From an optimization exercise on the open Yosys and OpenROAD flow, aimed at small area, a short achievable clock period and few clock cycles; shortcuts taken in it are not production practice.
At most, simulation tests tie the RTL to the original design; equivalence was not proved.
No functional check of the RTL was part of runs 3 to 5.
Power is estimated from default activity; no workload was simulated.

===== design/flow/config.mk =====
export PLATFORM = sky130hd
export DESIGN_NAME = bmp24_stream_writer
export DESIGN_NICKNAME = bmp24_stream_writer
export VERILOG_FILES = /design/flow/design.v
export SDC_FILE = /design/flow/constraint.sdc
export NUM_CORES = 4
export LEC_CHECK = 0
export CAP_MARGIN = 20
export CORE_MARGIN = 2
export CORE_UTILIZATION = 40
export CTS_BUF_LIST = sky130_fd_sc_hd__clkbuf_4 sky130_fd_sc_hd__clkbuf_8
export CTS_CLUSTER_DIAMETER = 100
export CTS_CLUSTER_SIZE = 40
export SETUP_SLACK_MARGIN = 4.0
export SLEW_MARGIN = 20

===== design/flow/constraint.sdc =====
create_clock -name core_clock -period 7.5 [get_ports {clk}]
set_input_delay 1.5000 -clock core_clock [delete_from_list [all_inputs] [get_ports {clk}]]
set_output_delay 1.5000 -clock core_clock [all_outputs]
set_load 0.01 [all_outputs]

===== design/flow/design.v =====
`default_nettype none
package bsw_pkg;
  localparam int CFG_W     = 15;   
  localparam int CFG_IDX_W = 1;    
  localparam int COLOUR_W  = 17;   
  localparam int BYTE_W    = 8;
  localparam int PIXEL_W     = 3 * COLOUR_W;
  localparam int FILE_WORD_W = BYTE_W + 2;
  localparam int MAX_DIMENSION_DEFAULT = 16384;
endpackage
`default_nettype wire
`default_nettype none
module bmp24_stream_writer #(
  parameter int MAX_DIMENSION = bsw_pkg::MAX_DIMENSION_DEFAULT
) (
  input  wire logic                          clk,
  input  wire logic                          rst,
  input  wire logic                          cfg_write,
  input  wire logic [bsw_pkg::CFG_IDX_W-1:0] cfg_index,
  input  wire logic [bsw_pkg::CFG_W-1:0]     cfg_data,
  input  wire logic                          pixel_valid,
  output logic                               pixel_stall,
  input  wire logic [bsw_pkg::PIXEL_W-1:0]   pixel,
  output logic                               file_valid,
  input  wire logic                          file_stall,
  output logic [bsw_pkg::FILE_WORD_W-1:0]    file_word
);
  function automatic logic [14:0] clamp_dim(input logic [14:0] v);
    if (v[14] && (v[13:0] != '0)) clamp_dim = 15'h4000;
    else if (v == '0)             clamp_dim = 15'd1;
    else                          clamp_dim = v;
  endfunction
  function automatic logic [5:0] inc6(input logic [5:0] x);
    for (int i = 0; i < 6; i++) inc6[i] = x[i] ^ (&(x | ~((6'd1 << i) - 6'd1)));
  endfunction
  function automatic logic [8:0] to_ad(input logic [16:0] v);
    logic [7:0] a;
    logic [7:0] b;
    logic       ge;
    a   = v[15:8];
    b   = v[7:0];
    ge  = (a >= b);
    to_ad = {a | {8{v[16]}}, ge && (a != 8'd0) && !v[16]};
  endfunction
  function automatic logic [7:0] ad_byte(input logic [8:0] ad);
    for (int i = 0; i < 8; i++)
      ad_byte[i] = ad[i+1] ^ (ad[0] && ((ad[8:1] & ((8'd1 << i) - 8'd1)) == 8'd0));
  endfunction
  logic [14:0] w_q;
  logic [14:0] h_q;
  logic [14:0] cfg_clamped;
  assign cfg_clamped = clamp_dim(cfg_data);
  always_ff @(posedge clk) begin
    if (rst) begin
      w_q <= 15'd1;
      h_q <= 15'd1;
    end else if (cfg_write) begin
      if (cfg_index) h_q <= cfg_clamped;
      else           w_q <= cfg_clamped;
    end
  end
  logic [14:0] x;
  logic [15:0] y;
  logic        mborrow;
  logic [3:0]  mcnt;
  logic        rbit;
  logic        rborrow;
  logic [15:0] msum;
  logic        mdone;
  logic        madd;
  logic [14:0] wsel;
  logic        mstart;
  logic        hdr;        
  logic [15:0] add_a;
  logic [15:0] add_b;
  logic        w_one;
  logic        h_one;
  logic        c_initx;
  logic        c_inity;
  logic        c_col;
  logic        c_row;
  logic        col_last;
  logic        row_last;
  logic        hv;         
  logic        accept;
  logic        pend;       
  logic        clq;        
  logic        size_out;   
  logic [5:0] pos;
  logic       heoi;        
  logic       emit;
  assign rborrow = (~y[0] & y[2]) | (~(y[0] ^ y[2]) & mborrow);
  assign rbit    = y[1] ^ y[3] ^ rborrow;
  always_comb begin
    if (c_initx || (c_col && clq)) add_a = {1'b0, w_q};
    else if (c_inity)              add_a = {1'b0, h_q};
    else if (c_row)                add_a = y;
    else                           add_a = {1'b0, x};
  end
  assign add_b   = mdone ? 16'hFFFF : {1'b0, h_q & {15{madd}}};
  assign msum    = add_a + add_b;
  assign w_one    = (w_q == 15'd1);
  assign h_one    = (h_q == 15'd1);
  assign col_last = hdr ? w_one : (x == 15'd0);
  assign row_last = hdr ? h_one : (y == 16'd0);
  assign accept   = pixel_valid && !hv;
  assign mstart   = cfg_write || (pend && heoi);
  assign wsel     = (cfg_write && !cfg_index) ? cfg_clamped : w_q;
  assign size_out = emit && (pos == 6'd5) && !heoi;
  always_ff @(posedge clk) begin
    if (rst) begin
      x       <= 15'd0;
      y       <= {14'd14, 2'b00};
      mborrow <= 1'b0;
      mcnt    <= 4'd0;
      mdone   <= 1'b1;
      madd    <= 1'b0;
    end else if (mstart) begin
      x       <= 15'd13;
      y       <= {1'b0, wsel};
      mborrow <= 1'b0;
      mcnt    <= 4'd14;
      mdone   <= 1'b0;
      madd    <= wsel[0] ^ wsel[2];
    end else if (!mdone) begin
      x       <= msum[15:1];
      y       <= {msum[0], y[15:1]};
      mborrow <= rborrow;
      mcnt    <= mcnt - 4'd1;
      mdone   <= (mcnt == 4'd1);
      madd    <= rbit && (mcnt != 4'd1);
    end else if (c_initx || c_col) begin
      x       <= msum[14:0];
    end else if (c_inity || c_row) begin
      y       <= msum;
    end
  end
  always_ff @(posedge clk) begin
    if (rst) begin
      c_initx <= 1'b0;
      c_inity <= 1'b0;
      c_col   <= 1'b0;
      c_row   <= 1'b0;
    end else begin
      c_initx <= size_out;
      c_inity <= c_initx;
      c_col   <= c_inity || (pend && pos[5] && !heoi);
      c_row   <= c_col && clq;
    end
  end
  always_ff @(posedge clk) begin
    if (rst) begin
      hdr  <= 1'b1;
      pend <= 1'b0;
    end else begin
      pend <= accept;
      if (accept) hdr <= col_last && row_last;
    end
    if (accept) clq <= col_last;
  end
  logic [8:0] hb;
  logic [8:0] hg;
  logic [8:0] hr;
  logic [1:0] hpad;
  logic [8:0] cb;
  logic [8:0] psel;
  logic [7:0] pbyte;
  logic       adv;
  logic       is_last;
  logic [7:0] nbyte;
  logic       ov;
  logic [7:0] od;
  logic       ol;
  logic       oe;
  assign cb      = to_ad(pixel[16:0]);
  assign psel    = accept ? cb : (pos[1] ? (pos[0] ? hg : hb) : hr);
  assign pbyte   = ad_byte(psel);
  assign adv     = !ov || !file_stall;
  assign emit    = hv && adv && (mdone || pos != 6'd2);
  assign is_last = (pos[5:2] == 4'b1110) && (pos[1:0] == hpad);
  always_comb begin
    unique case (pos)
      6'd0:  nbyte = 8'h42;
      6'd1:  nbyte = 8'h4D;
      6'd2:  nbyte = heoi ? 8'h3A : {y[7:2], 2'b10};
      6'd3:  nbyte = heoi ? 8'h00 : y[15:8];
      6'd4:  nbyte = heoi ? 8'h00 : x[7:0];
      6'd5:  nbyte = heoi ? 8'h00 : {1'b0, x[14:8]};
      6'd10: nbyte = 8'd54;
      6'd14: nbyte = 8'd40;
      6'd18: nbyte = heoi ? 8'h01 : w_q[7:0];
      6'd19: nbyte = heoi ? 8'h00 : {1'b0, w_q[14:8]};
      6'd22: nbyte = heoi ? 8'h01 : h_q[7:0];
      6'd23: nbyte = heoi ? 8'h00 : {1'b0, h_q[14:8]};
      6'd26: nbyte = 8'd1;
      6'd28: nbyte = 8'd24;
      6'd54: nbyte = pbyte;
      6'd55: nbyte = pbyte;
      6'd56: nbyte = pbyte;
      default: nbyte = 8'h00;
    endcase
  end
  always_ff @(posedge clk) begin
    if (rst) begin
      hv <= 1'b0;
      ov <= 1'b0;
    end else if (accept) begin
      hv <= 1'b1;
      if (adv) ov <= 1'b1;
    end else if (emit) begin
      ov <= 1'b1;
      if (is_last) hv <= 1'b0;
    end else if (adv) begin
      ov <= 1'b0;
    end
  end
  always_ff @(posedge clk) begin
    if (accept) begin
      hb   <= cb;
      hg   <= to_ad(pixel[33:17]);
      hr   <= to_ad(pixel[50:34]);
      hpad <= col_last ? w_q[1:0] : 2'd0;
      heoi <= col_last && row_last;
      pos  <= hdr ? {5'd0, adv} : (adv ? 6'd55 : 6'd54);
    end else if (emit) begin
      pos  <= inc6(pos);
    end
  end
  always_ff @(posedge clk) begin
    if (accept) begin
      if (adv) begin
        od <= hdr ? 8'h42 : pbyte;
        ol <= 1'b0;
        oe <= 1'b0;
      end
    end else if (emit) begin
      od <= nbyte;
      ol <= is_last;
      oe <= is_last && heoi;
    end
  end
  assign pixel_stall = hv;
  assign file_valid  = ov;
  assign file_word   = {od, ol, oe};
endmodule
`default_nettype wire

===== design/flow/flow/run.sh =====
#!/bin/bash
# The standard layout, with plain buffers (instead of the default delay
# buffers) on the ports. Each tool's output goes to a log in this folder.
set -euo pipefail
export BUFFER_PORTS_ARGS="-buffer_cell sky130_fd_sc_hd__buf_1"
bash standard.sh finish > make_finish.log 2>&1

===== design/flow/standard.sh =====
#!/bin/bash
# synth_recipe.tcl (not shown) runs the flow's synth.tcl, then flattens the netlist and writes it again
# the make line also repeats each setting of config.mk as NAME=value (left out here)
make -C /OpenROAD-flow-scripts/flow DESIGN_CONFIG=/design/flow/config.mk WORK_HOME=/design/flow/orfs CLKGATE_MAP_FILE= SYNTH_SCRIPT=/design/flow/synth_recipe.tcl "${@:-finish}"

==> reports/metrics.yaml, run 1 <==
worst_setup_path:
  r2r_slack_ns: 4.15
  arrival_ns: 3.64
  path_delay_family: "compound AO/OA/AOI/OAI gates"
  cp_max_fo: 18
  critPathRequiredTime_ns: 7.79
  crit_slowest_cell: "fa_1"
  cp_cell_sequence: "buf_6, mux2i_1, nor2_1, a21oi_1, o21ai_0, ha_1, fa_1, a211oi_2, o21ai_1, nand3_1, a31o_2, mux2i_1, a21boi_1, a41oi_1"
  slowest_delay_ns: 0.49
  crit_path_end_kind: "flip-flop"
  startpoint_type: "flip-flop"
  cp.buffers_inverters: 1
  cp_common_cell: "mux2i_1"
  critPathKind: "reg -> reg"
cells_and_area:
  fill_cells: 2102
  final_design_area_no_fill_um2: 9348
  antennaDiodeCount: 0
  layout.cells.non_filler: 1367
  areaGrowthSynthToFinish_pct: 10.98
  drive_above_1_share_pct: 8.700
  fin_nets: 1201
global_route:
  grt_pass1_wl_mm: 41.40
  grt-ovfl-total: 0
  grt_max_degree: 60
  antenna_found_initial: 0
  grt.total_usage_pct: 24.21
  grt_pass1_vias: 7131
routing:
  wire_per_inst_um: 19.43
  drt_iter0_markers: 668
  routed_via_density: 5.781
  wl_mm: 26.56
  ant_nets: 0
  first_pass_iters: 6
  remaining_drc_errors: 0
  vias: 7902
logic_synthesis:
  ys_types: 73
  syn_avg_cell_area_um2: 8.242
  async_reset_ff_share_pct: 0
  synth_cells: 1022
  ys_seq_area_share_pct: 34.82
  yosys_warnings: 1
  synth_edf_count: 47
  syn_nets: 1144
  yosys_register_bits: 123
  synth_area_um2: 8423
  synthFlopType: "dfxtp_1"
cts:
  cts.sinks: 123
  clk_pin_slew_worst_paths_ns: 0.08
  hold_buffers: 0
  cts_tree: "done"
  cts_root_buf: "clkbuf_8"
  clk_latency_ns: 0.45
  htreeDepth: 4
  clockBufferDepth: 2
  cts_buffers: 17
sta:
  worst_clock_skew_ns: 0.01777
  rsz0062_at_grt: "true"
  finalSetupViolCount: 0
  period_needed_ns: 3.348
  hold_viol: 0
  maxSlewViolCount: 0
  holdWs_ns: 0.5030
  fmax_mhz: 298.7
  min_period_over_period_pct: 44.64
  tightest_slew_ns: 1.067
  slew_headroom_pct: 28.29
  finalSetupTns_ns: 0
floorplan:
  die_w_um: 149.1
  io-pin-count: 84
  start_util_pct: 40.45
  dieArea_um2: 22230
  rows: 53
  chipHeight_um: 149.1
  core_area_um2: 20820
place:
  io_buffers: 83
  dp.cells: 1331
  placed_cell_area_um2: 8917
  dpl.hpwl_mm: 19.18
  gp_congestion: 0.9752
pwr:
  leakage_nw: 3.477
  p_per_area_nw_per_um2: 197.7
  ir_drop_mv: 0.1061
  total_power_mw: 1.848
worst_hold_path:
  hold_path_class: "reg -> reg"
job:
  maxCapViolCount: 0
status:
  outcome: "no timing/DRC/antenna violations"
-- layout by cell type, fill, tap and decap left out, types with 26 or more instances in the layout --
| master | synthesis | routed |
|---|---|---|
| inv_1 | 33 | 33 |
| nor2_1 | 105 | 105 |
| mux2i_1 | 31 | 31 |
| ha_1 | 49 | 49 |
| or2_2 | 26 | 26 |
| a21oi_1 | 98 | 98 |
| dfxtp_1 | 76 | 75 |
| edfxtp_1 | 47 | 47 |
| nand2_1 | 129 | 129 |
| o21ai_0 | 39 | 39 |
| buf_1 | 4 | 82 |
-- sequential cells by signal (all words and copies together), names as in the netlist, 2 cells and up --
register / cells
x: 15
pos: 6
hg: 9
hb: 9
hpad: 2
od: 8
w_q: 15
mcnt: 4
hr: 9
h_q: 15
y: 16
-- logic make-up (layout without fill, tap and decap cells) --
family	count (synthesis)	count (layout)	synth area share, %
xor+xnor	29	29	3.016
simple gates	402	402	23.25
compound gates	281	281	21.41
buf+inv	97	167	4.575
fa+ha+maj	50	50	7.516
mux	40	40	5.422
flops	123	123	34.82
-- what timing repair did --
item / in CTS / in global routing
endpoints found under the setup margin: 22 / 22
gates resized for setup: 2 / 6
buffers inserted: 1 / 3
-- final cells by class --
| cell class | count | area [um^2] | share of cell area [%] |
|---|---|---|---|
| clock buffer | 18 | 241.5 | 2.583 |
| clock inverter | 14 | 135.1 | 1.446 |
| inverter | 37 | 146.4 | 1.566 |
| multi-input combinational | 802 | 5117 | 54.75 |
| sequential | 123 | 2934 | 31.39 |
| tap | 275 | 344.1 | 3.681 |
| timing repair buffer | 98 | 429.2 | 4.591 |
-- final timing paths --
kind / start / endpoint / depth (start not counted)
setup reg to reg: c_row / y[14] / 14
setup / recovery: c_row / y[14] / 14
hold reg to reg: c_initx / c_inity / 1
hold / removal: c_initx / c_inity / 1
-- cells in the mapped netlist, drive strengths merged, types with 10 or more instances --
library cell | n | area (um^2)
and3 | 12 | 85.08
xor2 | 14 | 122.6
clkbuf | 48 | 180.2
nor2b | 13 | 81.33
o22ai | 10 | 62.56
nor3b | 21 | 157.7
a211oi | 15 | 112.6
xnor2 | 15 | 131.4
edfxtp | 47 | 1411
nand2b | 13 | 81.33
dfxtp | 76 | 1521
nand2 | 129 | 484.2
nor4 | 22 | 137.6
nor2 | 105 | 394.1
inv | 37 | 138.9
or2 | 26 | 162.7
mux2i | 34 | 377.9
a21oi | 98 | 490.5
o21ai | 52 | 260.3
nand3 | 15 | 75.07
ha | 49 | 613.1
nor3 | 19 | 95.09
nand4 | 10 | 77.57
buf | 12 | 66.30
a31oi | 14 | 87.58
-- per-stage QoR --
step	setup WS [ns]	utilization [%]
after global placement	3.551	42.83
after global routing	3.895	44.89
final	4.152	44.89
after detailed placement	3.515	42.83
after CTS	3.999	44.69
after floorplan	4.114	-
-- per-layer routing --
| metal | GRT usage, % | wire (um) | vias up |
|---|---|---|---|
| met2 | 36.04 | 11470 | 339 |
| met1 | 34.94 | 12200 | 3688 |
| met5 | 0 | 0 | - |
| li1 | - | - | 3840 |
| met3 | 6.575 | 2499 | 35 |
| met4 | 5.619 | 386 | 0 |
-- power by group --
part           total (mW)  internal (mW)  switching, mW
clock network       0.564          0.271          0.293
registers           0.817          0.745         0.0723
logic               0.468          0.182          0.286
total                1.85           1.20          0.651
-- worst reg2reg max path: stages (launching register included) --
cell	delay [ns]
dfxtp_1	0.33
buf_6	0.25
mux2i_1	0.22
nor2_1	0.06
a21oi_1	0.12
o21ai_0	0.09
ha_1	0.25
fa_1	0.49
a211oi_2	0.28
o21ai_1	0.16
nand3_1	0.14
a31o_2	0.21
mux2i_1	0.22
a21boi_1	0.24
a41oi_1	0.13
Testbench counts, summed over its fixed seeds: cycles 195,569.
==> run 2: changes to the inputs <==
--- a/design/flow/config.mk
+++ b/design/flow/config.mk
@@ -7,9 +7,9 @@
 export LEC_CHECK = 0
 export CAP_MARGIN = 20
 export CORE_MARGIN = 2
-export CORE_UTILIZATION = 40
+export CORE_UTILIZATION = 60
 export CTS_BUF_LIST = sky130_fd_sc_hd__clkbuf_4 sky130_fd_sc_hd__clkbuf_8
 export CTS_CLUSTER_DIAMETER = 100
 export CTS_CLUSTER_SIZE = 40
-export SETUP_SLACK_MARGIN = 4.0
+export SETUP_SLACK_MARGIN = 4.5
 export SLEW_MARGIN = 20
==> run 2 against run 1 <==
  * Still clean on timing, DRC and antenna
  * Wire length increased by 1.1%
  * Fmax increased by 8.0%
  * Sequential cell count unchanged
  * Critical path depth decreased by 4
  * Final area increased by 5.7%
  * Via count increased by 5.8%
  * Critical path type is now in -> reg
  * Critical endpoint is now od[5]
==> reports/metrics.yaml, run 2 <==
logic_synthesis:
  yosys_register_bits: 123  # unchanged
  syn_avg_cell_area_um2: 8.242  # unchanged
  synth_compound_area_share_pct: 21.41  # unchanged
  synth.area.mux_share_pct: 5.422  # unchanged
  synth_edf_count: 47  # unchanged
  synth_area_um2: 8423  # unchanged
  ys_seq_area_share_pct: 34.82  # unchanged
  yosysTopAreaCell: "dfxtp_1"  # unchanged
  syn_nets: 1144  # unchanged
  synth_commonest_cells: "nand2_1 (129), nor2_1 (105), a21oi_1 (98)"  # unchanged
  async_reset_ff_share_pct: 0  # unchanged
  synthFlopType: "dfxtp_1"  # unchanged
  synth_fa_ha_area_share_pct: 7.516  # unchanged
  synth_top_family_by_area: "simple AND/OR/NAND/NOR gates"  # unchanged
  synth.most_common_cell: "nand2_1"  # unchanged
  synth_cells: 1022  # unchanged
  synth_top_area_share_pct: 18.06  # unchanged
  yosys_warnings: 1  # unchanged
  synth_xor_area_share_pct: 3.015  # unchanged
  synthSimpleGateAreaFrac_pct: 23.25  # unchanged
  ys_types: 73  # unchanged
  ys_top_cells_by_area: "dfxtp_1 (18%), edfxtp_1 (17%), ha_1 (7.3%), a21oi_1 (5.8%), nand2_1 (5.7%)"  # unchanged
place:
  io_buffers: 83  # unchanged
  dp.cells: 1233  # was 1331
  gp_congestion: 1.098  # was 0.9752
  dpl.hpwl_mm: 18.99  # was 19.18 mm
global_route:
  grt.total_usage_pct: 35.38  # was 24.21%
  antenna_found_initial: 0  # unchanged
  grt-ovfl-total: 0  # unchanged
  grt_pass1_wl_mm: 40.31  # was 41.40 mm
  grt_pass1_vias: 7334  # was 7131
  grt_max_degree: 60  # unchanged
pwr:
  p_int_mw: 1.273  # was 1.198 mW
  leakage_nw: 3.695  # was 3.477 nW
  p_sw_mw: 0.6801  # was 0.6508 mW
  pwr-share-comb_pct: 27.1  # was 25.3%
  ir_drop_mv: 0.1983  # was 0.1061 mV
  p_clk_share_pct: 30.8  # was 30.5%
  p_per_area_nw_per_um2: 197.6  # was 197.7 nW/um^2
  total_power_mw: 1.953  # was 1.848 mW
  seq_power_share_pct: 42.0  # was 44.2%
  switching_share_pct: 34.83  # was 35.21%
job:
  maxCapViolCount: 0  # unchanged
cells_and_area:
  areaGrowthSynthToFinish_pct: 17.32  # was 10.98%
  final_common_cell: "nand2_1"  # unchanged
  drive_above_1_share_pct: 15.94  # was 8.700%
  largest_reg_flops: 16  # unchanged
  largest-register: "y"  # unchanged
  final_cell_mix: "nand2_1 (128), nor2_1 (104), a21oi_1 (92)"  # was nand2_1 (129), nor2_1 (105), a21oi_1 (98)
  finalCoreUtilization_pct: 71.75  # was 44.89%
  layout.cells.non_filler: 1284  # was 1367
  antennaDiodeCount: 0  # unchanged
  fin_nets: 1213  # was 1201
sta:
  maxSlewViolCount: 0  # unchanged
  fmax_mhz: 322.5  # was 298.7 MHz
  holdWs_ns: 0.5596  # was 0.5030 ns
  hold_viol: 0  # unchanged
  worst_clock_skew_ns: 0.01352  # was 0.01777 ns
  period_needed_ns: 3.100  # was 3.348 ns
  finalSetupTns_ns: 0  # unchanged
  min_period_over_period_pct: 41.34  # was 44.64%
  tightest_slew_ns: 1.021  # was 1.067 ns
  slew_headroom_pct: 31.91  # was 28.29%
  rsz0062_at_grt: "true"  # unchanged
  finalSetupViolCount: 0  # unchanged
worst_setup_path:
  reg2reg_to: "y[14]"  # unchanged
  crit_path_end_kind: "flip-flop"  # unchanged
  critPathKind: "in -> reg"  # was reg -> reg
  arrival_ns: 3.28  # was 3.64 ns
  cp_max_fo: 4  # was 18
  critPathRequiredTime_ns: 7.68  # was 7.79 ns
  rr_startpoint: "c_inity"  # was c_row
  reg2regPathDepth: 13  # was 14
  startpoint_type: "input port"  # was flip-flop
  crit_start: "pixel[10]"  # was c_row
  r2r_slack_ns: 4.54  # was 4.15 ns
cts:
  hold_buffers: 0  # unchanged
  cts_tree: "done"  # unchanged
  cts.sinks: 123  # unchanged
  htreeDepth: 4  # unchanged
  clk_latency_ns: 0.46  # was 0.45 ns
  clk_pin_slew_worst_paths_ns: 0.07  # was 0.08 ns
  cts_root_buf: "clkbuf_8"  # unchanged
  cts_buffers: 17  # unchanged
  clockBufferDepth: 2  # unchanged
floorplan:
  chipHeight_um: 122.5  # was 149.1 um
  dieArea_um2: 15000  # was 22230 um^2
  start_util_pct: 61.16  # was 40.45%
  io-pin-count: 84  # unchanged
  core_area_um2: 13770  # was 20820 um^2
  rows: 43  # was 53
  die_w_um: 122.5  # was 149.1 um
routing:
  wire_per_inst_um: 20.92  # was 19.43 um
  drt_iter0_markers: 1246  # was 668
  routed_via_density: 6.512  # was 5.781
  ant_nets: 0  # unchanged
  wl_mm: 26.86  # was 26.56 mm
  vias: 8361  # was 7902
  remaining_drc_errors: 0  # unchanged
  first_pass_iters: 10  # was 6
worst_hold_path:
  holdCritStartpoint: "c_col"  # was c_initx
  hold_end: "c_row"  # was c_inity
  hold_depth: 2  # was 1
  hold_path_class: "reg -> reg"  # unchanged
status:
  outcome: "no timing/DRC/antenna violations"  # unchanged
## run 2: how the worst max path moves through the flow
stage / to / depth (start not counted)
after floorplan: od[1] / 10
after global placement: od[7] / 9
after detailed placement: od[5] / 9
after CTS: y[10] / 12
after global routing: od[1] / 12
final: od[5] / 10
## run 2: layout make-up
class,instances,area (um^2)
Clock buffer,19,255.2
Tap cell,180,225.2
Clock inverter,13,143.9
Timing Repair Buffer,109,646.9
Inverter,37,177.7
Sequential cell,123,2942
Multi-Input combinational cell,803,5492
Fill cell,1126,3891
## run 2: per-stage QoR
stage,area [um^2],setup slack (ns)
floorplan,8558,4.320
global placement,8882,3.565
detailed placement,8882,3.519
CTS,9517,4.404
global route,9882,4.379
finish,9882,4.400
## run 2: power by group through the flow
stage / Clock (mW) / Sequential (mW) / Combinational (mW)
after floorplan: 0 / 0.789 / 0.359
after global placement: 0 / 0.834 / 0.443
after detailed placement: 0 / 0.834 / 0.450
after CTS: 0.602 / 0.815 / 0.478
after global routing: 0.625 / 0.823 / 0.580
final: 0.602 / 0.821 / 0.530
## run 2: worst max-delay path, cell delays in order
cell	delay, ns
buf_8	0.11
ha_4	0.27
a21o_1	0.15
a31oi_4	0.04
o31a_1	0.31
o211a_4	0.28
buf_4	0.14
a211oi_2	0.22
xor2_1	0.17
o22ai_1	0.09
## run 2: kinds of logic after synthesis
group | after synthesis
compound gates | 281
xor+xnor | 29
buf+inv | 97
fa+ha+maj | 50
simple gates | 402
flops | 123
mux | 40
## run 2: timing repair
item	CTS	global route
endpoints found under the setup margin	47	31
gates cloned	1	1
pin swaps	12	31
setup buffers	5	12
resized for setup	51	56
## run 2: per-layer routing
metal,vias up,wire length (um),track usage [%],part of all wire (%)
met5,-,0,0,0
met4,0,735,11.14,2.7
met3,89,2890,9.805,11
met2,492,11690,50.66,44
met1,3922,11540,51.57,43
li1,3858,-,-,-
==> run 3: changes to the inputs <==
--- a/design/flow/design.v
+++ b/design/flow/design.v
@@ -41,6 +41,14 @@
     b   = v[7:0];
     ge  = (a >= b);
     to_ad = {a | {8{v[16]}}, ge && (a != 8'd0) && !v[16]};
+  endfunction
+  function automatic logic [7:0] to_byte(input logic [16:0] v);
+    logic [8:0] ad;
+    logic [7:0] am1;
+    ad = to_ad(v);
+    for (int i = 0; i < 8; i++)
+      am1[i] = v[8+i] ^ ((v[15:8] & ((8'd1 << i) - 8'd1)) == 8'd0);
+    to_byte = ad[0] ? am1 : ad[8:1];
   endfunction
   function automatic logic [7:0] ad_byte(input logic [8:0] ad);
     for (int i = 0; i < 8; i++)
@@ -173,7 +181,7 @@
   logic       ol;
   logic       oe;
   assign cb      = to_ad(pixel[16:0]);
-  assign psel    = accept ? cb : (pos[1] ? (pos[0] ? hg : hb) : hr);
+  assign psel    = pos[1] ? (pos[0] ? hg : hb) : hr;
   assign pbyte   = ad_byte(psel);
   assign adv     = !ov || !file_stall;
   assign emit    = hv && adv && (mdone || pos != 6'd2);
@@ -229,7 +237,7 @@
   always_ff @(posedge clk) begin
     if (accept) begin
       if (adv) begin
-        od <= hdr ? 8'h42 : pbyte;
+        od <= hdr ? 8'h42 : to_byte(pixel[16:0]);
         ol <= 1'b0;
         oe <= 1'b0;
       end
==> design/flow/flow/run.sh (replaced) <==
#!/bin/bash
# The standard layout, with plain buffers (instead of the default delay
# buffers) on the ports. Each tool's output goes to a log in this folder.
set -euo pipefail
export BUFFER_PORTS_ARGS="-buffer_cell sky130_fd_sc_hd__buf_2"
bash standard.sh finish > make_finish.log 2>&1
--- a/design/flow/config.mk
+++ b/design/flow/config.mk
@@ -7,7 +7,7 @@
 export LEC_CHECK = 0
 export CAP_MARGIN = 20
 export CORE_MARGIN = 2
-export CORE_UTILIZATION = 60
+export CORE_UTILIZATION = 40
 export CTS_BUF_LIST = sky130_fd_sc_hd__clkbuf_4 sky130_fd_sc_hd__clkbuf_8
 export CTS_CLUSTER_DIAMETER = 100
 export CTS_CLUSTER_SIZE = 40
==> run 3 against run 2 <==
  * Count of clock-buffer cells in the layout shrank 1
  * Non-clock buffer count grew 23
  * Die area is 50% higher
  * Critical endpoint is now od[4]
  * Critical path depth up 2
  * Clock skew is 0.0031 ns lower
  * First-iteration DRC count is 21% lower
  * Largest cell class unchanged
==> reports/metrics.yaml, run 3 <==
sta:
  period_needed_ns: 3.115  # was 3.100 ns
  min_period_over_period_pct: 41.53  # was 41.34%
  rsz0062_at_grt: "true"  # unchanged
  fmax_mhz: 321.0  # was 322.5 MHz
  fin_ws_ns: 4.385  # was 4.400 ns
  tightest_slew_ns: 1.033  # was 1.021 ns
  slew_headroom_pct: 31.15  # was 31.91%
  maxSlewViolCount: 0  # unchanged
  finalSetupTns_ns: 0  # unchanged
  holdWs_ns: 0.4879  # was 0.5596 ns
  hold_viol: 0  # unchanged
  finalSetupViolCount: 0  # unchanged
  worst_clock_skew_ns: 0.01043  # was 0.01352 ns
worst_setup_path:
  crit_path_end_kind: "flip-flop"  # unchanged
  crit_slowest_cell: "a2111oi_4"  # was o31a_1
  arrival_ns: 3.29  # was 3.28 ns
  cp_cell_sequence: "buf_12, clkinv_8, ha_4, nand2b_4, a2111oi_4, o31ai_2, o31ai_1, buf_2, buf_6, nor2_2, a211oi_2, o22ai_1"  # was buf_8, ha_4, a21o_1, a31oi_4, o31a_1, o211a_4, buf_4, a211oi_2, xor2_1, o22ai_1
  critPathKind: "in -> reg"  # unchanged
  slowest_delay_ns: 0.39  # was 0.31 ns
  cp.buffers_inverters: 4  # was 2
  r2r_slack_ns: 4.56  # was 4.54 ns
  critPathRequiredTime_ns: 7.68  # about the same
  cp_max_fo: 4  # unchanged
  path_delay_family: "compound AO/OA/AOI/OAI gates"  # unchanged
  startpoint_type: "input port"  # unchanged
cells_and_area:
  largest-register: "y"  # unchanged
  fin_nets: 1271  # was 1213
  layout.cells.non_filler: 1434  # was 1284
  largest_reg_flops: 16  # unchanged
  antennaDiodeCount: 0  # unchanged
  final_cell_mix: "nand2_1 (137), a21oi_1 (99), nor2_1 (95)"  # was nand2_1 (128), nor2_1 (104), a21oi_1 (92)
  areaGrowthSynthToFinish_pct: 21.40  # was 17.32%
  fill_cells: 2027  # was 1126
  finalCoreUtilization_pct: 49.32  # was 71.75%
  drive_above_1_share_pct: 23.73  # was 15.94%
  final_design_area_no_fill_um2: 10370  # was 9882 um^2
  final_common_cell: "nand2_1"  # unchanged
floorplan:
  chipHeight_um: 150.1  # was 122.5 um
  start_util_pct: 40.63  # was 61.16%
  dieArea_um2: 22540  # was 15000 um^2
  die_w_um: 150.1  # was 122.5 um
  core_area_um2: 21020  # was 13770 um^2
  rows: 53  # was 43
  io-pin-count: 84  # unchanged
cts:
  clk_latency_ns: 0.45  # was 0.46 ns
  cts_tree: "done"  # unchanged
  cts_root_buf: "clkbuf_8"  # unchanged
  htreeDepth: 4  # unchanged
  clk_pin_slew_worst_paths_ns: 0.08  # was 0.07 ns
  cts.sinks: 123  # unchanged
  cts_buffers: 17  # unchanged
  clockBufferDepth: 2  # unchanged
  hold_buffers: 0  # unchanged
worst_hold_path:
  hold_path_class: "reg -> reg"  # unchanged
routing:
  vias: 8494  # was 8361
  routed_via_density: 5.923  # was 6.512
  wire_per_inst_um: 20.49  # was 20.92 um
  drt_iter0_markers: 989  # was 1246
  wl_mm: 29.39  # was 26.86 mm
  remaining_drc_errors: 0  # unchanged
  first_pass_iters: 7  # was 10
  ant_nets: 0  # unchanged
logic_synthesis:
  yosys_register_bits: 123  # unchanged
  synth_cells: 1059  # was 1022
  yosys_warnings: 1  # unchanged
  yosysTopAreaCell: "dfxtp_1"  # unchanged
  synth_area_um2: 8541  # was 8423 um^2
  synthFlopType: "dfxtp_1"  # unchanged
  synth_commonest_cells: "nand2_1 (139), a21oi_1 (103), nor2_1 (100)"  # was nand2_1 (129), nor2_1 (105), a21oi_1 (98)
  synth_top_area_share_pct: 17.81  # was 18.06%
  synth.most_common_cell: "nand2_1"  # unchanged
  ys_types: 74  # was 73
  syn_avg_cell_area_um2: 8.065  # was 8.242 um^2
  ys_top_cells_by_area: "dfxtp_1 (18%), edfxtp_1 (17%), ha_1 (7.6%), nand2_1 (6.1%), a21oi_1 (6.0%)"  # was dfxtp_1 (18%), edfxtp_1 (17%), ha_1 (7.3%), a21oi_1 (5.8%), nand2_1 (5.7%)
  synth_edf_count: 47  # unchanged
  async_reset_ff_share_pct: 0  # unchanged
  ys_seq_area_share_pct: 34.34  # was 34.82%
  syn_nets: 1184  # was 1144
pwr:
  ir_drop_mv: 0.1029  # was 0.1983 mV
  p_per_area_nw_per_um2: 188.7  # was 197.6 nW/um^2
  total_power_mw: 1.956  # was 1.953 mW
  leakage_nw: 4.036  # was 3.695 nW
global_route:
  grt_max_degree: 62  # was 60
  grt.total_usage_pct: 25.88  # was 35.38%
  grt_pass1_vias: 7730  # was 7334
  grt_pass1_wl_mm: 44.61  # was 40.31 mm
  grt-ovfl-total: 0  # unchanged
  antenna_found_initial: 0  # unchanged
place:
  gp_congestion: 0.9496  # was 1.098
  dpl.hpwl_mm: 20.76  # was 18.99 mm
  dp.cells: 1360  # was 1233
  io_buffers: 83  # unchanged
  placed_cell_area_um2: 9210  # was 8882 um^2
  pre_cts_ws_ns: 3.750  # was 3.519 ns
job:
  maxCapViolCount: 0  # unchanged
status:
  outcome: "no timing/DRC/antenna violations"  # unchanged
run 3: path summary, 6_finish.rpt:
path                                from       to  cells past startpoint
worst max-delay path            pixel[8]    od[4]                     12
worst min-delay path             mborrow  mborrow                      2
worst min register to register   mborrow  mborrow                      2
worst max register to register    pos[1]    od[7]                      8
run 3: timing repair:
action / in CTS / in global routing
pin swaps: 12 / 30
resized for setup: 48 / 72
endpoints found under the setup margin: 50 / 31
buffers inserted: 17 / 21
gates cloned: 3 / 1
run 3: power by group:
part / internal, mW / total [mW] / switching [mW]
logic: 0.238 / 0.562 / 0.324
registers: 0.745 / 0.818 / 0.0730
clock network: 0.272 / 0.576 / 0.304
total: 1.25 / 1.96 / 0.701
run 3: cell families after synthesis:
logic type	after synthesis	share of synthesized area (%)
simple gates	425	24.70
mux	33	4.175
fa+ha+maj	53	7.852
compound gates	277	20.33
flops	123	34.34
xor+xnor	30	3.076
buf+inv	118	5.523
run 3: layout make-up:
class / count / area, um^2 / area share (%)
Timing Repair Buffer: 132 / 954.7 / 9.207
Tap cell: 275 / 344.1 / 3.318
Clock inverter: 14 / 133.9 / 1.291
Clock buffer: 18 / 241.5 / 2.329
Sequential cell: 123 / 2953 / 28.48
Multi-Input combinational cell: 819 / 5513 / 53.17
Inverter: 53 / 229.0 / 2.208
run 3: tightest hold or removal path: stages (launching register included):
cell,delay [ns]
dfxtp_1,0.32
o21ai_0,0.07
a21oi_1,0.06
run 3: per-layer routing:
metal	vias up	wire length, um	track usage (%)
met3	64	2834	6.364
li1	4005	-	-
met1	3999	12840	37.26
met4	0	768	7.500
met2	426	12950	38.38
met5	-	0	0
==> run 4: changes to the inputs <==
--- a/design/flow/config.mk
+++ b/design/flow/config.mk
@@ -11,5 +11,5 @@
 export CTS_BUF_LIST = sky130_fd_sc_hd__clkbuf_4 sky130_fd_sc_hd__clkbuf_8
 export CTS_CLUSTER_DIAMETER = 100
 export CTS_CLUSTER_SIZE = 40
-export SETUP_SLACK_MARGIN = 4.5
+export SETUP_SLACK_MARGIN = 4.8
 export SLEW_MARGIN = 20
==> run 4 against run 3 <==
  * Final cell count rose by 2.0%
  * Critical path depth rose by 2
  * Final area rose by 7.0%
  * First-iteration DRC count rose by 1.7%
  * Count of clock-buffer cells in the layout did not move
  * Total power rose by 6.2%
  * Clock power rose by 6.6%
  * Register-to-register slack improved by 0.05 ns
  * Core utilization rose by 3.5 points
  * Combinational power rose by 15%
  * Largest power group unchanged
==> reports/metrics.yaml, run 4 <==
worst_setup_path:
  reg2regPathDepth: 13  # was 8
  crit_slowest_cell: "a2111oi_4"  # unchanged
  slowest_delay_ns: 0.37  # was 0.39 ns
  startpoint_type: "input port"  # unchanged
  path_delay_family: "compound AO/OA/AOI/OAI gates"  # unchanged
  crit_path_end_kind: "flip-flop"  # unchanged
  reg2reg_to: "x[14]"  # was od[7]
  critPathRequiredTime_ns: 7.67  # was 7.68 ns
  cp_max_fo: 4  # unchanged
  r2r_slack_ns: 4.61  # was 4.56 ns
  rr_startpoint: "c_row"  # was pos[1]
  cp_cell_sequence: "buf_12, inv_12, ha_4, nand2b_4, a2111oi_4, o31ai_2, buf_4, o31ai_4, buf_6, buf_6, buf_6, xnor2_2, o21ai_1, o21ai_1"  # was buf_12, clkinv_8, ha_4, nand2b_4, a2111oi_4, o31ai_2, o31ai_1, buf_2, buf_6, nor2_2, a211oi_2, o22ai_1
  cp.buffers_inverters: 6  # was 4
  cp_common_cell: "buf_6"
  critPathKind: "in -> reg"  # unchanged
  arrival_ns: 3.27  # was 3.29 ns
logic_synthesis:
  synthFlopType: "dfxtp_1"  # unchanged
  yosysTopAreaCell: "dfxtp_1"  # unchanged
  ys_seq_area_share_pct: 34.34  # unchanged
  syn_avg_cell_area_um2: 8.065  # unchanged
  ys_top_cells_by_area: "dfxtp_1 (18%), edfxtp_1 (17%), ha_1 (7.6%), nand2_1 (6.1%), a21oi_1 (6.0%)"  # unchanged
  yosys_warnings: 1  # unchanged
  synth_cells: 1059  # unchanged
  syn_nets: 1184  # unchanged
  synth.most_common_cell: "nand2_1"  # unchanged
  yosys_register_bits: 123  # unchanged
  synth_edf_count: 47  # unchanged
  synth_area_um2: 8541  # unchanged
  synth_commonest_cells: "nand2_1 (139), a21oi_1 (103), nor2_1 (100)"  # unchanged
  synth_top_area_share_pct: 17.81  # unchanged
  ys_types: 74  # unchanged
  async_reset_ff_share_pct: 0  # unchanged
routing:
  vias: 8649  # was 8494
  wl_mm: 30.03  # was 29.39 mm
  routed_via_density: 5.916  # was 5.923
  drt_iter0_markers: 1006  # was 989
  ant_nets: 0  # unchanged
  wire_per_inst_um: 20.54  # was 20.49 um
  remaining_drc_errors: 0  # unchanged
  first_pass_iters: 6  # was 7
worst_hold_path:
  hold_path_class: "reg -> reg"  # unchanged
  hold_end: "mborrow"  # unchanged
  hold_depth: 2  # unchanged
  holdCritStartpoint: "mborrow"  # unchanged
sta:
  tightest_slew_ns: 1.115  # was 1.033 ns
  fmax_mhz: 322.7  # was 321.0 MHz
  hold_viol: 0  # unchanged
  period_needed_ns: 3.099  # was 3.115 ns
  finalSetupViolCount: 0  # unchanged
  maxSlewViolCount: 0  # unchanged
  finalSetupTns_ns: 0  # unchanged
  slew_headroom_pct: 25.67  # was 31.15%
  rsz0062_at_grt: "true"  # unchanged
  worst_clock_skew_ns: 0.01788  # was 0.01043 ns
  min_period_over_period_pct: 41.32  # was 41.53%
global_route:
  grt-ovfl-total: 0  # unchanged
  grt_pass1_vias: 8060  # was 7730
  grt.total_usage_pct: 26.86  # was 25.88%
  antenna_found_initial: 0  # unchanged
  grt_pass1_wl_mm: 46.24  # was 44.61 mm
  grt_max_degree: 62  # unchanged
cells_and_area:
  drive_above_1_share_pct: 30.08  # was 23.73%
  regArea_um2: 2954  # was 2953 um^2
  largest_reg_flops: 16  # unchanged
  final_common_cell: "nand2_1"  # unchanged
  antennaDiodeCount: 0  # unchanged
  final_cell_mix: "nand2_1 (135), a21oi_1 (95), nor2_1 (91)"  # was nand2_1 (137), a21oi_1 (99), nor2_1 (95)
  fin_nets: 1299  # was 1271
  largest-register: "y"  # unchanged
  areaGrowthSynthToFinish_pct: 29.96  # was 21.40%
  fill_cells: 1952  # was 2027
  multiInputGateArea_um2: 5908  # was 5513 um^2
floorplan:
  core_area_um2: 21020  # unchanged
  chipHeight_um: 150.1  # unchanged
  dieArea_um2: 22540  # unchanged
  rows: 53  # unchanged
  die_w_um: 150.1  # unchanged
  start_util_pct: 40.63  # unchanged
  io-pin-count: 84  # unchanged
job:
  maxCapViolCount: 0  # unchanged
cts:
  htreeDepth: 4  # unchanged
  clk_latency_ns: 0.46  # was 0.45 ns
  cts.sinks: 123  # unchanged
  cts_buffers: 17  # unchanged
  cts_root_buf: "clkbuf_8"  # unchanged
  clk_pin_slew_worst_paths_ns: 0.08  # about the same
  cts_tree: "done"  # unchanged
  clockBufferDepth: 2  # unchanged
pwr:
  ir_drop_mv: 0.1164  # was 0.1029 mV
  total_power_mw: 2.078  # was 1.956 mW
  leakage_nw: 4.317  # was 4.036 nW
  p_per_area_nw_per_um2: 187.2  # was 188.7 nW/um^2
place:
  gp_congestion: 0.9536  # was 0.9496
  io_buffers: 83  # unchanged
  dpl.hpwl_mm: 20.56  # was 20.76 mm
status:
  outcome: "no timing/DRC/antenna violations"  # unchanged
==> run 4: cell types whose count changed in the layout (fill, tap and decap cells not counted), moves of 6 or more <==
cell | before | now
o21ai_1 | 14 | 22
xnor2_1 | 17 | 11
buf_6 | 9 | 21
o21ai_0 | 34 | 25
buf_4 | 40 | 59
==> run 4: logic make-up after synthesis <==
group | after synthesis | share of synthesized area (%)
and+or+nand+nor | 425 | 24.70
AOI/OAI and AO/OA | 277 | 20.33
DFF | 123 | 34.34
buffers and inverters | 118 | 5.523
adders and majority gates | 53 | 7.852
muxes | 33 | 4.175
xor gates and xnor gates | 30 | 3.076
==> run 4: area by class of cell <==
type | count | area share (%)
sequential | 123 | 26.61
tap | 275 | 3.100
multi-input combinational | 819 | 53.23
inverter | 53 | 2.424
clock buffer | 18 | 2.176
timing repair buffer | 160 | 11.01
clock inverter | 14 | 1.443
==> run 4: how the worst max path moves through the flow <==
stage	slack [ns]	from	cells past startpoint	end
3_3_place_gp	3.88	c_row	12	x[13]
5_1_grt	4.34	pixel[8]	14	od[0]
2_1_floorplan	4.29	pixel[6]	10	od[5]
4_1_cts	4.45	pixel[6]	11	od[5]
3_5_place_dp	3.79	c_row	12	x[13]
6_report	4.40	pixel[8]	14	od[0]
==> run 4: power breakdown <==
| part | internal (mW) | switching (mW) |
|---|---|---|
| Sequential | 0.744 | 0.0752 |
| Combinational | 0.291 | 0.355 |
| Clock | 0.306 | 0.307 |
| Total | 1.34 | 0.737 |
==> run 4: what timing repair did <==
action,CTS,global route
setup buffers,46,22
hold buffers,0,0
pin swaps,48,48
endpoints found under the setup margin,59,35
gates cloned,4,0
resized for setup,118,71
==> run 4: routing by layer <==
layer  wire [um]  global-route usage [%]  vias up
li1            -                       -     4062
met4         999                   9.528        0
met1       12910                   37.72     4067
met2       13280                   40.78      444
met3        2839                   5.758       76
met5           0                       0        -
==> run 4: stage by stage <==
stage               cell area [um^2]  worst slack, ns  hold WS, ns  utilization, %  instances
global route                   11100            4.340       0.5215           52.80       1462
floorplan                       8838            4.291       0.4495               -       1059
CTS                            10600            4.450       0.4807           50.43       1440
global placement                9323            3.880       0.4609           44.35       1358
finish                         11100            4.401       0.4823           52.80       1462
detailed placement              9323            3.787       0.4682           44.35       1358
==> run 4: worst register-to-register path, stage by stage, from the launching register on <==
cell	delay (ns)
dfxtp_4	0.40
buf_6	0.11
mux2i_1	0.21
nor2_1	0.06
a21oi_1	0.12
o21ai_1	0.08
ha_1	0.33
and2b_2	0.25
o2111ai_4	0.27
nand4b_1	0.25
a211oi_2	0.30
xnor2_2	0.11
o311ai_1	0.24
a21oi_1	0.06
==> run 5: changes to the inputs <==
--- a/design/flow/design.v
+++ b/design/flow/design.v
@@ -41,14 +41,6 @@
     b   = v[7:0];
     ge  = (a >= b);
     to_ad = {a | {8{v[16]}}, ge && (a != 8'd0) && !v[16]};
-  endfunction
-  function automatic logic [7:0] to_byte(input logic [16:0] v);
-    logic [8:0] ad;
-    logic [7:0] am1;
-    ad = to_ad(v);
-    for (int i = 0; i < 8; i++)
-      am1[i] = v[8+i] ^ ((v[15:8] & ((8'd1 << i) - 8'd1)) == 8'd0);
-    to_byte = ad[0] ? am1 : ad[8:1];
   endfunction
   function automatic logic [7:0] ad_byte(input logic [8:0] ad);
     for (int i = 0; i < 8; i++)
@@ -112,18 +104,11 @@
   assign col_last = hdr ? w_one : (x == 15'd0);
   assign row_last = hdr ? h_one : (y == 16'd0);
   assign accept   = pixel_valid && !hv;
-  assign mstart   = cfg_write || (pend && heoi);
-  assign wsel     = (cfg_write && !cfg_index) ? cfg_clamped : w_q;
+  assign mstart   = rst || cfg_write || (pend && heoi);
+  assign wsel     = rst ? 15'd1 : (cfg_write && !cfg_index) ? cfg_clamped : w_q;
   assign size_out = emit && (pos == 6'd5) && !heoi;
   always_ff @(posedge clk) begin
-    if (rst) begin
-      x       <= 15'd0;
-      y       <= {14'd14, 2'b00};
-      mborrow <= 1'b0;
-      mcnt    <= 4'd0;
-      mdone   <= 1'b1;
-      madd    <= 1'b0;
-    end else if (mstart) begin
+    if (mstart) begin
       x       <= 15'd13;
       y       <= {1'b0, wsel};
       mborrow <= 1'b0;
@@ -136,7 +121,7 @@
       mborrow <= rborrow;
       mcnt    <= mcnt - 4'd1;
       mdone   <= (mcnt == 4'd1);
-      madd    <= rbit && (mcnt != 4'd1);
+      madd    <= rbit;
     end else if (c_initx || c_col) begin
       x       <= msum[14:0];
     end else if (c_inity || c_row) begin
@@ -181,7 +166,7 @@
   logic       ol;
   logic       oe;
   assign cb      = to_ad(pixel[16:0]);
-  assign psel    = pos[1] ? (pos[0] ? hg : hb) : hr;
+  assign psel    = accept ? cb : (pos[1] ? (pos[0] ? hg : hb) : hr);
   assign pbyte   = ad_byte(psel);
   assign adv     = !ov || !file_stall;
   assign emit    = hv && adv && (mdone || pos != 6'd2);
@@ -237,7 +222,7 @@
   always_ff @(posedge clk) begin
     if (accept) begin
       if (adv) begin
-        od <= hdr ? 8'h42 : to_byte(pixel[16:0]);
+        od <= hdr ? 8'h42 : pbyte;
         ol <= 1'b0;
         oe <= 1'b0;
       end
==> design/flow/flow/run.sh (replaced) <==
#!/bin/bash
# The standard layout, with plain buffers (instead of the default delay
# buffers) on the ports. Each tool's output goes to a log in this folder.
set -euo pipefail
export BUFFER_PORTS_ARGS="-buffer_cell sky130_fd_sc_hd__buf_1"
bash standard.sh finish > make_finish.log 2>&1
--- a/design/flow/config.mk
+++ b/design/flow/config.mk
@@ -11,5 +11,5 @@
 export CTS_BUF_LIST = sky130_fd_sc_hd__clkbuf_4 sky130_fd_sc_hd__clkbuf_8
 export CTS_CLUSTER_DIAMETER = 100
 export CTS_CLUSTER_SIZE = 40
-export SETUP_SLACK_MARGIN = 4.8
+export SETUP_SLACK_MARGIN = 4.5
 export SLEW_MARGIN = 20
==> run 5 against run 4 <==
  * Still clean on timing, DRC and antenna
  * Fmax fell by 5.1%
  * Sequential cell count unchanged
  * First-iteration DRC count fell by 20%
  * Worst setup slack worse by 0.17 ns
  * Sequential share of layout area rose by 3.9 points
  * Wire length is 11% lower
  * Core utilization down 3.0 points
  * Critical path depth stayed put
  * Register-to-register slack got worse by 0.38 ns
  * Global-route usage is 2.7 points lower
  * Count of clock-buffer cells in the layout up 2
  * Critical path type is now reg -> reg
  * Largest cell class unchanged
  * Highest routed layer unchanged
==> reports/metrics.yaml, run 5 <==
status:
  outcome: "no timing/DRC/antenna violations"  # unchanged
worst_setup_path:
  startpoint_type: "flip-flop"  # was input port
  crit_slowest_cell: "or4b_1"  # was a2111oi_4
  reg2regPathDepth: 14  # was 13
  arrival_ns: 3.66  # was 3.27 ns
  slowest_delay_ns: 0.51  # was 0.37 ns
  cp_cell_sequence: "nand2_2, nand2b_4, buf_12, nand2_4, o21ai_2, ha_2, fa_2, a211o_1, a21o_1, a21o_1, a311o_1, or4b_1, nand4_1, nor3b_2"  # was buf_12, inv_12, ha_4, nand2b_4, a2111oi_4, o31ai_2, buf_4, o31ai_4, buf_6, buf_6, buf_6, xnor2_2, o21ai_1, o21ai_1
  critPathRequiredTime_ns: 7.89  # was 7.67 ns
  critPathKind: "reg -> reg"  # was in -> reg
  cp_max_fo: 7  # was 4
  crit_path_end_kind: "flip-flop"  # unchanged
  cp_common_cell: "a21o_1"  # was buf_6
cells_and_area:
  final_cell_mix: "nand2_1 (153), a21oi_1 (83), buf_1 (73)"  # was nand2_1 (135), a21oi_1 (95), nor2_1 (91)
  fin_nets: 1209  # was 1299
  largest_reg_flops: 16  # unchanged
  areaGrowthSynthToFinish_pct: 21.66  # was 29.96%
  largest-register: "y"  # unchanged
  final_common_cell: "nand2_1"  # unchanged
  antennaDiodeCount: 0  # unchanged
  drive_above_1_share_pct: 18.09  # was 30.08%
sta:
  period_needed_ns: 3.267  # was 3.099 ns
  finalSetupViolCount: 0  # unchanged
  maxSlewViolCount: 0  # unchanged
  fmax_mhz: 306.1  # was 322.7 MHz
  rsz0062_at_grt: "true"  # unchanged
  tightest_slew_ns: 1.010  # was 1.115 ns
  min_period_over_period_pct: 43.56  # was 41.32%
  slew_headroom_pct: 31.72  # was 25.67%
  hold_viol: 0  # unchanged
  worst_clock_skew_ns: 0.01639  # was 0.01788 ns
  finalSetupTns_ns: 0  # unchanged
logic_synthesis:
  synth_top_area_share_pct: 22.71  # was 17.81%
  synth_commonest_cells: "nand2_1 (157), a21oi_1 (94), nor2_1 (67)"  # was nand2_1 (139), a21oi_1 (103), nor2_1 (100)
  async_reset_ff_share_pct: 0  # unchanged
  yosys_register_bits: 123  # unchanged
  synthFlopType: "edfxtp_1"  # was dfxtp_1
  syn_nets: 1111  # was 1184
  yosys_warnings: 1  # unchanged
  synth.most_common_cell: "nand2_1"  # unchanged
  ys_types: 71  # was 74
  syn_avg_cell_area_um2: 8.424  # was 8.065 um^2
  yosysTopAreaCell: "edfxtp_1"  # was dfxtp_1
  ys_top_cells_by_area: "edfxtp_1 (23%), dfxtp_1 (14%), ha_1 (7.4%), nand2_1 (7.1%), a21oi_1 (5.6%)"  # was dfxtp_1 (18%), edfxtp_1 (17%), ha_1 (7.6%), nand2_1 (6.1%), a21oi_1 (6.0%)
  synth_area_um2: 8332  # was 8541 um^2
  synth_edf_count: 63  # was 47
  ys_seq_area_share_pct: 37.12  # was 34.34%
  synth_cells: 989  # was 1059
global_route:
  grt-ovfl-total: 0  # unchanged
  grt_pass1_vias: 7479  # was 8060
  antenna_found_initial: 0  # unchanged
  grt_max_degree: 58  # was 62
  grt_pass1_wl_mm: 41.39  # was 46.24 mm
  grt.total_usage_pct: 24.17  # was 26.86%
pwr:
  ir_drop_mv: 0.1188  # was 0.1164 mV
  p_per_area_nw_per_um2: 178.9  # was 187.2 nW/um^2
  total_power_mw: 1.814  # was 2.078 mW
  leakage_nw: 3.972  # was 4.317 nW
routing:
  vias: 7951  # was 8649
  wire_per_inst_um: 19.55  # was 20.54 um
  remaining_drc_errors: 0  # unchanged
  first_pass_iters: 10  # was 6
  drt_iter0_markers: 804  # was 1006
  routed_via_density: 5.804  # was 5.916
  ant_nets: 0  # unchanged
  wl_mm: 26.78  # was 30.03 mm
cts:
  cts.sinks: 123  # unchanged
  cts_root_buf: "clkbuf_8"  # unchanged
  cts_buffers: 17  # unchanged
  htreeDepth: 4  # unchanged
  clk_latency_ns: 0.46  # about the same
  cts_tree: "done"  # unchanged
  clk_pin_slew_worst_paths_ns: 0.08  # about the same
  clockBufferDepth: 2  # unchanged
place:
  io_buffers: 83  # unchanged
  dpl.hpwl_mm: 18.37  # was 20.56 mm
  gp_congestion: 0.9856  # was 0.9536
worst_hold_path:
  hold_path_class: "reg -> reg"  # unchanged
  hold_depth: 2  # unchanged
floorplan:
  core_area_um2: 20360  # was 21020 um^2
  chipHeight_um: 148.3  # was 150.1 um
  rows: 52  # was 53
  dieArea_um2: 22000  # was 22540 um^2
  die_w_um: 148.3  # was 150.1 um
  start_util_pct: 40.91  # was 40.63%
  io-pin-count: 84  # unchanged
job:
  maxCapViolCount: 0  # unchanged
run 5: cell type report:
cell class / count / area (um^2)
fillers: 1931 / 10230
multi-input cells: 766 / 5259
flip-flops and latches: 123 / 3097
repair buffers: 137 / 845.8
well taps: 270 / 337.8
clock buffers: 20 / 256.5
inverters: 42 / 191.4
clock inverters: 12 / 148.9
run 5: routing by layer:
layer / share of wire [%] / vias up / track usage, %
met5: 0 / - / 0
met4: 2.0 / 0 / 7.476
met3: 10 / 53 / 6.442
met2: 42 / 411 / 33.80
met1: 46 / 3703 / 36.10
li1: - / 3784 / -
run 5: kinds of logic after synthesis:
kind of cell / synth area share [%]
AO/OA/AOI/OAI: 19.84
adder cells (fa/ha/maj): 7.599
AND/OR/NAND/NOR: 22.80
multiplexers: 4.730
flip-flops: 37.12
buffers and inverters: 5.076
XOR/XNOR: 2.838
run 5: path summary, 6_finish.rpt:
path	to	startpoint	slack, ns
worst min-delay path	mborrow	mborrow	0.49
worst max register to register	x[14]	clq	4.23
worst max-delay path	x[14]	clq	4.23
worst min register to register	mborrow	mborrow	0.49
run 5: timing repair:
item,CTS,global route
hold buffers,0,0
endpoints found under the setup margin,92,46
setup buffers,37,10
gates cloned,1,0
pin swaps,20,37
resized for setup,64,56
endpoints found under the hold margin,0,0
run 5: where the power goes:
group          internal [mW]  switching [mW]
clock network          0.338           0.280
logic                  0.162           0.223
registers              0.752          0.0593
total                   1.25           0.562
run 5: worst max-delay path: cells and delay by family, from the launching register on:
| kind | cells | cell delay (ns) |
|---|---|---|
| compound gates | 5 | 1.06 |
| fa+ha+maj | 2 | 0.58 |
| buf+inv | 1 | 0.14 |
| flops | 1 | 0.44 |
| simple gates | 6 | 1.00 |
run 5: metrics by stage:
| stage | hold slack [ns] | cells | util [%] | setup WS (ns) | cell area [um^2] |
|---|---|---|---|---|---|
| 2_1_floorplan | 0.4493 | 989 | - | 4.181 | 8451 |
| 3_3_place_gp | 0.4649 | 1290 | 43.46 | 2.706 | 8850 |
| 3_5_place_dp | 0.4716 | 1290 | 43.46 | 2.657 | 8850 |
| 4_1_cts | 0.4838 | 1360 | 48.40 | 4.306 | 9857 |
| 5_1_grt | 0.5285 | 1370 | 49.77 | 4.063 | 10140 |
| 6_report | 0.4902 | 1370 | 49.77 | 4.233 | 10140 |

[port drivers added, routing unchanged]
No port has a modelled driver above. Below, the same layouts with a new extraction and two added sets of constraints. Step 1 (the two cells are an assumption about what drives the block):
set clk [get_ports {clk}]
set_driving_cell -lib_cell sky130_fd_sc_hd__clkbuf_16 $clk
set_driving_cell -lib_cell sky130_fd_sc_hd__buf_2 [delete_from_list [all_inputs] $clk]
Step 2 also shifts input and output timing later by t, the mid clock arrival at the registers, as if the neighbouring blocks saw the same clock. Slacks: no drivers / after step 1 / after step 2; pairs: no drivers / after step 1.
run | shift t [ns] | setup WS [ns] | slew at the worst register clock pin (ns)
run 1 | 0.485 | 4.152 / 4.152 / 3.813 | 0.08 / 0.08
run 2 | 0.496 | 4.400 / 4.392 / 3.896 | 0.08 / 0.08
run 3 | 0.489 | 4.385 / 4.364 / 3.874 | 0.08 / 0.08
run 4 | 0.486 | 4.401 / 4.393 / 3.907 | 0.09 / 0.09
run 5 | 0.491 | 4.233 / 4.233 / 3.886 | 0.08 / 0.08
After both steps every run listed still meets setup and hold. For run 3, which loses most, drivers alone change the setup slack by -0.021 ns; drivers and shift together by -0.511 ns.
